This design comes from an exercise in tuning for small area on the open sky130 flow, not from production work.
Function was checked by simulation only, so behaviour that the tests miss may differ from the original.
Power is estimated from default activity; no workload was simulated.

==> run C: inputs <==
==> flow/design.v <==
package scope_pkg;
    typedef enum logic [2:0] {
        ST_FILL    = 3'd0,
        ST_ARMED   = 3'd1,
        ST_POST    = 3'd2,
        ST_READOUT = 3'd3,
        ST_DONE    = 3'd4
    } cap_state_e;
    localparam logic [63:0] HEADER_WORD = {64{1'b1}};
endpackage
module capture_ram #(
    parameter int DATA_W = 12,
    parameter int DEPTH  = 256
) (
    input  logic              clk_i,
    input  logic              shift_i,
    input  logic [DATA_W-1:0] data_i,
    output logic [DATA_W-1:0] data_o
);
    logic [DATA_W-1:0] mem [DEPTH];
    always_ff @(posedge clk_i) begin
        if (shift_i) begin
            mem[0] <= data_i;
            for (int i = 1; i < DEPTH; i++) mem[i] <= mem[i-1];
        end
    end
    assign data_o = mem[DEPTH-1];
endmodule
module capture_buffer #(
    parameter int DATA_W   = 12,
    parameter int DEPTH    = 256,
    parameter int PRE_TRIG = 64
) (
    input  logic              i_clk,
    input  logic              i_RESET,
    input  logic              i_response_valid,
    input  logic [DATA_W-1:0] i_sample_data,
    input  logic              i_trigger,
    output logic [DATA_W-1:0] o_data,
    output logic              o_valid,
    output logic              o_last,
    input  logic              i_ready,
    output logic              o_TRANSFER_DONE,
    output logic              o_armed
);
    localparam int AW = $clog2(DEPTH);
    localparam logic [AW-1:0] PRE_LAST  = AW'(PRE_TRIG - 1);
    localparam logic [AW-1:0] ALL_LAST  = AW'(DEPTH - 1);
    scope_pkg::cap_state_e state_q, state_d;
    logic [AW-1:0]     cnt_q, cnt_d;
    logic              o_valid_q, o_valid_d;
    logic              shift;
    capture_ram #(.DATA_W(DATA_W), .DEPTH(DEPTH)) u_ram (
        .clk_i   (i_clk),
        .shift_i (shift),
        .data_i  (i_sample_data),
        .data_o  (o_data)
    );
    always_ff @(posedge i_clk) begin
        if (i_RESET) begin
            state_q   <= scope_pkg::ST_FILL;
            cnt_q     <= '0;
            o_valid_q <= 1'b0;
        end else begin
            state_q   <= state_d;
            cnt_q     <= cnt_d;
            o_valid_q <= o_valid_d;
        end
    end
    always_comb begin
        state_d   = state_q;
        cnt_d     = cnt_q;
        o_valid_d = o_valid_q;
        shift     = 1'b0;
        case (state_q)
            scope_pkg::ST_FILL: begin
                if (i_response_valid) begin
                    shift = 1'b1;
                    cnt_d = cnt_q + AW'(1);
                    if (cnt_q == PRE_LAST) state_d = scope_pkg::ST_ARMED;
                end
            end
            scope_pkg::ST_ARMED: begin
                shift = i_response_valid;
                if (i_trigger) begin
                    if (i_response_valid) cnt_d = cnt_q + AW'(1);
                    state_d = scope_pkg::ST_POST;
                end
            end
            scope_pkg::ST_POST: begin
                if (i_response_valid) begin
                    shift = 1'b1;
                    cnt_d = cnt_q + AW'(1);
                    if (cnt_q == ALL_LAST) state_d = scope_pkg::ST_READOUT;
                end
            end
            scope_pkg::ST_READOUT: begin
                o_valid_d = 1'b1;
                if (o_valid_q && i_ready) begin
                    shift = 1'b1;
                    cnt_d = cnt_q + AW'(1);
                    if (cnt_q == ALL_LAST) begin
                        o_valid_d = 1'b0;
                        state_d   = scope_pkg::ST_DONE;
                    end
                end
            end
            scope_pkg::ST_DONE: begin
                state_d = scope_pkg::ST_FILL;
            end
            default: state_d = scope_pkg::ST_FILL;
        endcase
    end
    assign o_valid = o_valid_q;
    assign o_last  = o_valid_q && (cnt_q == ALL_LAST);
    assign o_TRANSFER_DONE = (state_q == scope_pkg::ST_DONE);
    assign o_armed         = (state_q == scope_pkg::ST_ARMED);
endmodule
==> flow/run.sh <==
#!/bin/bash
# synth_recipe.tcl (not shown) runs the flow's synth.tcl, then flattens the netlist and writes it again
# the make line also repeats each setting of config.mk as NAME=value (left out here)
make -C /OpenROAD-flow-scripts/flow DESIGN_CONFIG=/design/flow/config.mk WORK_HOME=/design/flow/orfs CLKGATE_MAP_FILE= SYNTH_SCRIPT=/design/flow/synth_recipe.tcl finish
==> flow/config.mk <==
export PLATFORM = sky130hd
export DESIGN_NAME = capture_buffer
export DESIGN_NICKNAME = capture_buffer
export VERILOG_FILES = /design/flow/design.v
export SDC_FILE = /design/flow/constraint.sdc
export NUM_CORES = 4
export LEC_CHECK = 0
export CAP_MARGIN = 20
export CORE_MARGIN = 2
export CORE_UTILIZATION = 40
export SLEW_MARGIN = 20
==> flow/constraint.sdc <==
create_clock -name core_clock -period 10.0 [get_ports {i_clk}]
set_input_delay 2.0000 -clock core_clock [delete_from_list [all_inputs] [get_ports {i_clk}]]
set_output_delay 2.0000 -clock core_clock [all_outputs]
set_load 0.01 [all_outputs]
==> run M (differences from run C) <==
==> flow/design.v (replaced) <==
package scope_pkg;
    typedef enum logic [2:0] {
        ST_FILL    = 3'd0,
        ST_ARMED   = 3'd1,
        ST_POST    = 3'd2,
        ST_READOUT = 3'd3,
        ST_DONE    = 3'd4
    } cap_state_e;
    localparam logic [63:0] HEADER_WORD = {64{1'b1}};
endpackage
module capture_ram #(
    parameter int DATA_W = 12,
    parameter int DEPTH  = 256,
    parameter int CW     = 3,
    localparam int AW    = $clog2(DEPTH),
    localparam int RL    = 1 << CW,
    localparam int NR    = DEPTH / RL
) (
    input  logic              clk_i,
    input  logic              rst_i,
    input  logic              wr_en_i,      
    input  logic [AW-1:0]     wr_ptr_i,
    input  logic [DATA_W-1:0] wr_data_i,
    input  logic [AW-1:0]     rd_base_i,    
    input  logic [AW-1:0]     rd_addr_i,
    output logic [DATA_W-1:0] rd_data_o
);
    localparam int RW = AW - CW;
    logic [CW-1:0]     ph_q;
    logic [DATA_W-1:0] ws [RL];
    logic [RL-1:0]     ws_pend_q;
    logic [DATA_W-1:0] rs [RL];
    logic [RL*DATA_W-1:0] ring_q [NR];
    logic [DATA_W-1:0] ring_out [NR];
    logic [RW-1:0] wr_ring;
    logic          ring_wr;
    logic [DATA_W-1:0] ring_wdata;
    assign wr_ring    = (ph_q < wr_ptr_i[CW-1:0]) ? wr_ptr_i[AW-1:CW] : wr_ptr_i[AW-1:CW] - RW'(1);
    assign ring_wr    = ws_pend_q[ph_q];
    assign ring_wdata = ws[ph_q];
    logic [RW-1:0] rd_ring;
    assign rd_ring = (ph_q >= rd_base_i[CW-1:0]) ? rd_base_i[AW-1:CW] : rd_base_i[AW-1:CW] + RW'(1);
    always_ff @(posedge clk_i) begin
        if (rst_i) begin
            ph_q      <= '0;
            ws_pend_q <= '0;
        end else begin
            ph_q <= ph_q + CW'(1);
            for (int c = 0; c < RL; c++) begin
                if (wr_en_i && wr_ptr_i[CW-1:0] == CW'(c)) ws_pend_q[c] <= 1'b1;
                else if (ph_q == CW'(c))                    ws_pend_q[c] <= 1'b0;
            end
        end
    end
    always_ff @(posedge clk_i) begin
        if (wr_en_i) ws[wr_ptr_i[CW-1:0]] <= wr_data_i;
        rs[ph_q] <= ring_out[rd_ring];
    end
    for (genvar r = 0; r < NR; r++) begin : g_ring
        assign ring_out[r] = ring_q[r][RL*DATA_W-1 -: DATA_W];
        always_ff @(posedge clk_i) begin
            ring_q[r] <= {ring_q[r][(RL-1)*DATA_W-1:0],
                          (ring_wr && wr_ring == RW'(r)) ? ring_wdata : ring_out[r]};
        end
    end
    assign rd_data_o = rs[rd_addr_i[CW-1:0]];
endmodule
module capture_buffer #(
    parameter int DATA_W   = 12,
    parameter int DEPTH    = 256,
    parameter int PRE_TRIG = 64
) (
    input  logic              i_clk,
    input  logic              i_RESET,
    input  logic              i_response_valid,
    input  logic [DATA_W-1:0] i_sample_data,
    input  logic              i_trigger,
    output logic [DATA_W-1:0] o_data,
    output logic              o_valid,
    output logic              o_last,
    input  logic              i_ready,
    output logic              o_TRANSFER_DONE,
    output logic              o_armed
);
    localparam int AW = $clog2(DEPTH);
    localparam logic [AW-1:0] PRE_LAST = AW'(PRE_TRIG - 1);
    scope_pkg::cap_state_e state_q, state_d;
    logic [AW-1:0]     wr_ptr_q, wr_ptr_d;
    logic [AW-1:0]     rd_ptr_q, rd_ptr_d;
    logic [AW-1:0]     wr_ptr_inc, rd_ptr_inc;
    logic              o_valid_q, o_valid_d;
    logic              wr_en, xfer, last;
    assign wr_ptr_inc = wr_ptr_q + AW'(1);
    assign rd_ptr_inc = rd_ptr_q + AW'(1);
    assign xfer = o_valid_q && i_ready;
    assign last = (rd_ptr_inc == wr_ptr_q);
    capture_ram #(.DATA_W(DATA_W), .DEPTH(DEPTH)) u_ram (
        .clk_i     (i_clk),
        .rst_i     (i_RESET),
        .wr_en_i   (wr_en),
        .wr_ptr_i  (wr_ptr_q),
        .wr_data_i (i_sample_data),
        .rd_base_i (xfer ? rd_ptr_inc : rd_ptr_q),
        .rd_addr_i (rd_ptr_q),
        .rd_data_o (o_data)
    );
    always_ff @(posedge i_clk) begin
        if (i_RESET) begin
            state_q   <= scope_pkg::ST_FILL;
            wr_ptr_q  <= '0;
            rd_ptr_q  <= '0;
            o_valid_q <= 1'b0;
        end else begin
            state_q   <= state_d;
            wr_ptr_q  <= wr_ptr_d;
            rd_ptr_q  <= rd_ptr_d;
            o_valid_q <= o_valid_d;
        end
    end
    always_comb begin
        state_d   = state_q;
        wr_ptr_d  = wr_ptr_q;
        rd_ptr_d  = rd_ptr_q;
        o_valid_d = o_valid_q;
        wr_en     = 1'b0;
        case (state_q)
            scope_pkg::ST_FILL: begin
                if (i_response_valid) begin
                    wr_en    = 1'b1;
                    wr_ptr_d = wr_ptr_inc;
                    if (wr_ptr_q == PRE_LAST) state_d = scope_pkg::ST_ARMED;
                end
            end
            scope_pkg::ST_ARMED: begin
                if (i_response_valid) begin
                    wr_en    = 1'b1;
                    wr_ptr_d = wr_ptr_inc;
                    if (!i_trigger) rd_ptr_d = rd_ptr_inc;
                end
                if (i_trigger) state_d = scope_pkg::ST_POST;
            end
            scope_pkg::ST_POST: begin
                if (i_response_valid) begin
                    wr_en    = 1'b1;
                    wr_ptr_d = wr_ptr_inc;
                    if (wr_ptr_inc == rd_ptr_q) state_d = scope_pkg::ST_READOUT;
                end
            end
            scope_pkg::ST_READOUT: begin
                o_valid_d = 1'b1;
                if (xfer) begin
                    rd_ptr_d = rd_ptr_inc;
                    if (last) begin
                        o_valid_d = 1'b0;
                        state_d   = scope_pkg::ST_DONE;
                    end
                end
            end
            scope_pkg::ST_DONE: begin
                state_d  = scope_pkg::ST_FILL;
                wr_ptr_d = '0;
                rd_ptr_d = '0;
            end
            default: state_d = scope_pkg::ST_FILL;
        endcase
    end
    assign o_valid = o_valid_q;
    assign o_last  = o_valid_q && last;
    assign o_TRANSFER_DONE = (state_q == scope_pkg::ST_DONE);
    assign o_armed         = (state_q == scope_pkg::ST_ARMED);
endmodule
- CORE_UTILIZATION: 40 -> 55
- CTS_BUF_LIST: unset -> sky130_fd_sc_hd__clkbuf_4
==> run Z (differences from run C) <==
--- a/flow/design.v
+++ b/flow/design.v
@@ -10,21 +10,64 @@
 endpackage
 module capture_ram #(
     parameter int DATA_W = 12,
-    parameter int DEPTH  = 256
+    parameter int DEPTH  = 256,
+    parameter int CW     = 3,
+    localparam int RL    = 1 << CW,
+    localparam int NR    = DEPTH / RL
 ) (
     input  logic              clk_i,
-    input  logic              shift_i,
-    input  logic [DATA_W-1:0] data_i,
-    output logic [DATA_W-1:0] data_o
+    input  logic              rst_i,
+    input  logic [CW-1:0]     col_i,       
+    input  logic              push_i,      
+    input  logic              pop_i,       
+    input  logic [DATA_W-1:0] wr_data_i,
+    output logic [DATA_W-1:0] rd_data_o    
 );
-    logic [DATA_W-1:0] mem [DEPTH];
+    logic [CW-1:0]        ph_q;
+    logic                 pol_q;
+    logic [RL-1:0]        pend_q;
+    logic [DATA_W-1:0]    ws_q [RL];
+    logic [RL*DATA_W-1:0] ring_q [NR];
+    logic [DATA_W-1:0]    ring_out [NR];
+    logic now, shift;
+    assign now   = (push_i || pop_i) && (col_i == ph_q);
+    assign shift = now || pend_q[ph_q];
     always_ff @(posedge clk_i) begin
-        if (shift_i) begin
-            mem[0] <= data_i;
-            for (int i = 1; i < DEPTH; i++) mem[i] <= mem[i-1];
+        if (rst_i) begin
+            ph_q   <= '0;
+            pol_q  <= 1'b0;
+            pend_q <= '0;
+        end else begin
+            ph_q <= ph_q + CW'(1);
+            if (&ph_q) pol_q <= !pol_q;
+            for (int c = 0; c < RL; c++) begin
+                if ((push_i || pop_i) && col_i == CW'(c) && ph_q != CW'(c)) pend_q[c] <= 1'b1;
+                else if (ph_q == CW'(c))                                     pend_q[c] <= 1'b0;
+            end
         end
     end
-    assign data_o = mem[DEPTH-1];
+    logic [CW-1:0] ws_ld;
+    assign ws_ld = ph_q - col_i;
+    always_ff @(posedge clk_i) begin
+        for (int i = 0; i < RL; i++) begin
+            if (push_i && ws_ld == CW'(i)) ws_q[i] <= wr_data_i;
+            else                           ws_q[i] <= ws_q[(i + RL - 1) % RL];
+        end
+    end
+    logic [DATA_W-1:0] ring_in;
+    assign ring_in = ((push_i && col_i == ph_q) ? wr_data_i : ws_q[RL-1]) ^ {DATA_W{pol_q}};
+    for (genvar r = 0; r < NR; r++) begin : g_ring
+        assign ring_out[r] = ring_q[r][RL*DATA_W-1 -: DATA_W];
+        always_ff @(posedge clk_i) begin
+            ring_q[r] <= {ring_q[r][(RL-1)*DATA_W-1:0],
+                          ~(shift ? ((r == 0) ? ring_in : ring_out[(r + NR - 1) % NR]) : ring_out[r])};
+        end
+    end
+    logic [CW-1:0] rd_sel;
+    logic          rd_inv;
+    assign rd_sel    = ph_q - CW'(1) - col_i;
+    assign rd_inv    = pol_q ^ (ph_q > rd_sel);
+    assign rd_data_o = ring_q[NR-1][rd_sel*DATA_W +: DATA_W] ^ {DATA_W{rd_inv}};
 endmodule
 module capture_buffer #(
     parameter int DATA_W   = 12,
@@ -44,44 +87,52 @@
     output logic              o_armed
 );
     localparam int AW = $clog2(DEPTH);
-    localparam logic [AW-1:0] PRE_LAST  = AW'(PRE_TRIG - 1);
-    localparam logic [AW-1:0] ALL_LAST  = AW'(DEPTH - 1);
+    localparam int CW = 3;
+    localparam logic [AW-1:0] PRE_LAST = AW'(PRE_TRIG - 1);
+    localparam logic [AW-1:0] ALL_LAST = AW'(DEPTH - 1);
     scope_pkg::cap_state_e state_q, state_d;
     logic [AW-1:0]     cnt_q, cnt_d;
+    logic [CW-1:0]     col_q;
     logic              o_valid_q, o_valid_d;
-    logic              shift;
-    capture_ram #(.DATA_W(DATA_W), .DEPTH(DEPTH)) u_ram (
-        .clk_i   (i_clk),
-        .shift_i (shift),
-        .data_i  (i_sample_data),
-        .data_o  (o_data)
+    logic              push, pop;
+    capture_ram #(.DATA_W(DATA_W), .DEPTH(DEPTH), .CW(CW)) u_ram (
+        .clk_i     (i_clk),
+        .rst_i     (i_RESET),
+        .col_i     (col_q),
+        .push_i    (push),
+        .pop_i     (pop),
+        .wr_data_i (i_sample_data),
+        .rd_data_o (o_data)
     );
     always_ff @(posedge i_clk) begin
         if (i_RESET) begin
             state_q   <= scope_pkg::ST_FILL;
             cnt_q     <= '0;
+            col_q     <= '0;
             o_valid_q <= 1'b0;
         end else begin
             state_q   <= state_d;
             cnt_q     <= cnt_d;
             o_valid_q <= o_valid_d;
+            if (push || pop) col_q <= col_q + CW'(1);
         end
     end
+    assign pop = o_valid_q && i_ready;
     always_comb begin
         state_d   = state_q;
         cnt_d     = cnt_q;
         o_valid_d = o_valid_q;
-        shift     = 1'b0;
+        push      = 1'b0;
         case (state_q)
             scope_pkg::ST_FILL: begin
                 if (i_response_valid) begin
-                    shift = 1'b1;
+                    push  = 1'b1;
                     cnt_d = cnt_q + AW'(1);
                     if (cnt_q == PRE_LAST) state_d = scope_pkg::ST_ARMED;
                 end
             end
             scope_pkg::ST_ARMED: begin
-                shift = i_response_valid;
+                push = i_response_valid;
                 if (i_trigger) begin
                     if (i_response_valid) cnt_d = cnt_q + AW'(1);
                     state_d = scope_pkg::ST_POST;
@@ -89,15 +140,14 @@
             end
             scope_pkg::ST_POST: begin
                 if (i_response_valid) begin
-                    shift = 1'b1;
+                    push  = 1'b1;
                     cnt_d = cnt_q + AW'(1);
                     if (cnt_q == ALL_LAST) state_d = scope_pkg::ST_READOUT;
                 end
             end
             scope_pkg::ST_READOUT: begin
                 o_valid_d = 1'b1;
-                if (o_valid_q && i_ready) begin
-                    shift = 1'b1;
+                if (pop) begin
                     cnt_d = cnt_q + AW'(1);
                     if (cnt_q == ALL_LAST) begin
                         o_valid_d = 1'b0;
- CORE_UTILIZATION: 40 -> 55
- CTS_BUF_LIST: unset -> sky130_fd_sc_hd__clkbuf_8
- CTS_CLUSTER_DIAMETER: unset -> 60
- CTS_CLUSTER_SIZE: unset -> 20
==> notes <==
Against run M, the cell area of run C is larger by about 18%.
Combinational power: run C is lower than run Z (70%).
Utilization, highest first: run M, run Z, run C.
Count of clock-buffer cells in the layout, lowest first: run Z, run C, run M.
Via count: run M is larger than run Z (60%).
In run Z the routed wire length is smaller than in run M, by 58%.
Clock power, highest first: run C, run M, run Z.
The highest area after synthesis belongs to run C, the lowest to run Z.
Synthesized cell count, lowest first: run C, run Z, run M.
==> figures <==
item                                                                                    run C                     run Z                     run M
Run status                                                           timing/DRC/antenna clean  timing/DRC/antenna clean  timing/DRC/antenna clean
Area share of fa/ha/maj cells after synthesis                                        0.000135                   0.00388                   0.00333
P_comb                                                                                 254 uW                    845 uW                         -
R2R Setup Slk                                                                         6.48 ns                   6.04 ns                   3.17 ns
Critical path depth in cells                                                                5                         9                        14
Count of flip-flops with a built-in enable after synthesis                               3072                         0                       192
Setup ws final                                                                        5.32 ns                   2.92 ns                   2.74 ns
Min Clock Period, post-route                                                          4.68 ns                   7.08 ns                   7.26 ns
Depth of the worst register-to-register path                                                4                         8                        14
Cell with the most instances after synthesis                        sky130_fd_sc_hd__edfxtp_1  sky130_fd_sc_hd__dfxtp_1  sky130_fd_sc_hd__dfxtp_1
Number of optimization iterations in the first detailed-route pass                          5                         6                         9
Clock latency on the worst-skew pair                                                  0.89 ns                   0.88 ns                   1.31 ns
Met1 WL                                                                               56.8 mm                   42.4 mm                   88.6 mm
WP data arrival                                                                       2.68 ns                   5.08 ns                   8.07 ns
Fraction of met3 tracks used by global routing                                         0.0238                    0.0293                    0.0561
Full die area                                                                     236000 um^2               133000 um^2               146000 um^2
Seq_cells                                                                                3084                      3195                      3298
Critical path capture point type                                               primary output            primary output                      flop
First-pass GRT wire length                                                             164 mm                    130 mm                    265 mm

-- re-timing with driven ports --
Ports are ideal in the flow. The routed layouts listed here were re-timed in OpenROAD. Step 1, drivers: a clkbuf_16 drives i_clk and a buf_2 each remaining input, both assumed. Step 2 adds t to the input delays and takes it off the output delays; t is the mean of the earliest and latest rising clock arrival at the registers after step 1. Input paths then give back, and output paths get back, about the clock's delay inside the block. Three values: ideal, step 1, step 2; two values: the first two.
run	t (ns)	setup WS [ns]	clock arrival spread, ns	pins driven straight from the clock port
run C	0.940	5.323 / 5.247 / 4.529	0.060 / 0.060	1
run M	1.306	2.744 / 2.718 / 1.412	0.149 / 0.149	1
run Z	0.939	2.915 / 2.848 / 3.787	0.030 / 0.029	1
After both steps setup and hold are still met in every run listed. The setup slack of run M, which loses most, moves by -0.026 ns with the drivers and by -1.332 ns with both steps.
